From an optimization exercise on the open Yosys and OpenROAD flow, aimed at small area, a short achievable clock period and few clock cycles; shortcuts taken in it are not production practice.
In this exercise RTL edits were held to simulation tests only and were not proved equivalent to the original.
Power and IR drop assume default switching activity.

Setup of alpha:
==> flow/design.v (excerpt) <==
module sprite_frame_animator (
    input  wire logic        i_clk,
    input  wire logic        i_rst_n,
    input  wire logic        i_in_valid,
    output logic             o_in_stall,
    input  wire logic [49:0] i_in_data,
    output logic             o_out_valid,
    input  wire logic        i_out_stall,
    output logic [90:0]      o_out_data,
    input  wire logic        i_cfg_valid,
    output logic             o_cfg_ready,
    input  wire logic [2:0]  i_cfg_index,
    input  wire logic [15:0] i_cfg_data
);
clock: 6.5 ns
lec_check: 0
abc_area: 1
cap_margin: 20
core_margin: 2
core_utilization: 55
cts_buf_list: sky130_fd_sc_hd__clkbuf_4
setup_slack_margin: 3.4
slew_margin: 20
standard.sh (not shown) runs the stock make flow with config.mk's settings and CLKGATE_MAP_FILE= SYNTH_SCRIPT=/design/flow/synth_recipe.tcl, a recipe that flattens the netlist after the stock synthesis.
==> flow/flow/run.sh <==
#!/bin/bash
# Layout: the standard ORFS flow, with the I/O port buffers inserted as buf_1 cells
# (the resizer upsizes those on critical paths). The full tool output goes to flow.log.
set -euo pipefail
export BUFFER_PORTS_ARGS="-buffer_cell sky130_fd_sc_hd__buf_1"
bash standard.sh > flow.log 2>&1
The final layout from alpha, which completed every stage, passed the timing, DRC and antenna checks at the end of the flow.
Testbench counts of alpha, summed over its fixed seeds: cycles 44,912.
The following lists how beta was set up differently from alpha:
--- a/flow/design.v
+++ b/flow/design.v
@@ -44,25 +44,23 @@
     localparam logic [2:0] S_IDLE  = 3'd0;
     localparam logic [2:0] S_FETCH = 3'd1;
     localparam logic [2:0] S_CLR   = 3'd2;
     localparam logic [2:0] S_STEP  = 3'd3;
     localparam logic [2:0] S_PROD  = 3'd4;
     localparam logic [2:0] S_XY    = 3'd5;
-    localparam logic [2:0] S_WAIT  = 3'd6;
     localparam logic [2:0] S_PINIT = 3'd7;
     logic [10:0] r_pos_x, r_pos_y;
     logic [3:0]  r_scale;
     logic [6:0]  r_w, r_h;          
     logic [7:0]  r_f;               
     logic [15:0] r_interval;
     logic [15:0] r_key;
     logic [9:0]  r_cw, r_ch;        
     logic [12:0] r_wh;              
     logic [19:0] r_base;            
     logic [31:0] r_last;
-    logic [16:0] r_lim;             
     logic [7:0]  r_cur;
     logic [5:0]  r_col, r_row;
     logic        r_drawing;
     logic [2:0]  r_st;
     logic        r_busy;
     logic        r_upd;             
@@ -105,15 +103,17 @@
     for (genvar i = 1; i < 16; i++) begin : g_hi_inc
         assign last_hi_inc[i] = r_last[16 + i] ^ (&r_last[15 + i:16]);
     end
     assign lo_ge       = ge16(in_now[15:0], r_last[15:0]);
     assign hi_eq0      = in_now[31:16] == r_last[31:16];
     assign hi_eq1      = in_now[31:16] == last_hi_inc;
-    assign lim_ge      = ge16(in_now[15:0], r_lim[15:0]);
-    assign due = !((hi_eq0 && lo_ge && (r_lim[16] || !lim_ge)) ||
-                   (hi_eq1 && r_lim[16] && !lim_ge));
+    logic [16:0] lo_limit;
+    assign lo_limit    = {1'b0, r_last[15:0]} + {1'b0, r_interval};
+    assign lim_ge      = ge16(in_now[15:0], lo_limit[15:0]);
+    assign due = !((hi_eq0 && lo_ge && (lo_limit[16] || !lim_ge)) ||
+                   (hi_eq1 && lo_limit[16] && !lim_ge));
     logic keyed;
     assign keyed = in_color == r_key;
     logic [6:0] col_inc, row_inc;
     logic       col_end, row_end, first_col, first_row;
     assign col_inc   = {1'b0, r_col} + 7'd1;
     assign row_inc   = {1'b0, r_row} + 7'd1;
@@ -210,27 +210,21 @@
                 S_IDLE: begin
                     if (cfg_rc) begin
                         r_st   <= S_PINIT;
                         r_busy <= 1'b1;
                         r_n    <= 8'd63;
                     end
-                    if (cfg_we && i_cfg_index == REG_INTERVAL) begin
-                        r_st   <= S_WAIT;
-                        r_busy <= 1'b1;
-                    end
                     if (take) begin
                         case (in_act)
                             ACT_BEGIN: begin
                                 r_last    <= in_now;
                                 r_cur     <= 8'd0;
                                 r_col     <= 6'd0;
                                 r_row     <= 6'd0;
                                 r_drawing <= 1'b1;
                                 r_valid   <= 1'b1;
-                                r_st      <= S_WAIT;
-                                r_busy    <= 1'b1;
                             end
                             ACT_UPDATE: begin
                                 if (r_due) begin
                                     r_last    <= in_now;
                                     r_col     <= 6'd0;
                                     r_row     <= 6'd0;
@@ -269,16 +263,12 @@
                                 end
                             end
                             default: ;
                         endcase
                     end
                 end
-                S_WAIT: begin
-                    r_st   <= S_IDLE;
-                    r_busy <= 1'b0;
-                end
                 S_FETCH: begin
                     if (out_free) begin
                         r_valid <= 1'b1;
                         r_st    <= S_IDLE;
                         r_busy  <= 1'b0;
                     end
@@ -322,15 +312,12 @@
                     r_busy <= 1'b0;
                 end
             endcase
         end
     end
     always_ff @(posedge i_clk) begin
-        r_lim <= {1'b0, r_last[15:0]} + {1'b0, r_interval};
-    end
-    always_ff @(posedge i_clk) begin
         if (r_st == S_STEP) begin
             if (r_n != 8'd0) begin
                 r_base <= step_wrap ? 20'd0 : base_sum;
             end
         end else if (r_st == S_PINIT || (prod && r_n == 8'd0)) begin
             r_base <= 20'd0;
Results
Total power of the final layout of beta falls short of that of alpha by a few percent. [beta] area fraction in and, or, nand and nor cells after synthesis fell 2.2 points relative to alpha. The final reports for beta and alpha show iteration count of the initial detailed-routing pass lower in the former. STATUS minimum period implied by the final worst setup slack: beta wins against alpha. The portion of the layout cell area used by clock cells of beta and that of alpha are within noise of each other. Comparing beta and alpha, insertion delay to the later sink of the worst-skew pair is lower on alpha. Comparing die area for beta and alpha, the bigger number came from alpha. Gate count after technology mapping for beta is lower than for alpha. Summary — slew at the pin closest to its max-slew limit, beta relative to alpha: lower, by 140 ps. Compared with alpha, in beta cell count shows a reduction of 150; synthesized-area fraction occupied by ao, oa, aoi and oai cells shows an increase of 2.1 points; global-route usage shows an increase of 0.29 points.
Testbench counts of beta, summed over its fixed seeds: cycles 44,864.

==> re-timing with driven ports <==
How much do the figures lean on ideal ports? The routed layouts below were timed once more, with nothing changed but the port constraints. Step 1, drivers: a clkbuf_16 drives i_clk and a buf_2 each remaining input, both assumed. Step 2 also shifts input and output timing later by t, the mid clock arrival at the registers, as if the neighbouring blocks saw the same clock. Slacks: no drivers / after step 1 / after step 2; pairs: no drivers / after step 1.
| run | t, ns | setup WS [ns] | clock arrival spread, ns | worst data-port slew with drivers (ns) | pins driven straight from the clock port |
|---|---|---|---|---|---|
| alpha | 0.699 | 3.417 / 3.391 / 2.889 | 0.036 / 0.036 | 0.05 | 1 |
| beta | 0.712 | 3.422 / 3.355 / 2.957 | 0.056 / 0.057 | 0.08 | 1 |
After both steps every run listed still meets setup and hold. The setup slack of alpha, which loses most, moves by -0.026 ns with the drivers and by -0.528 ns with both steps.
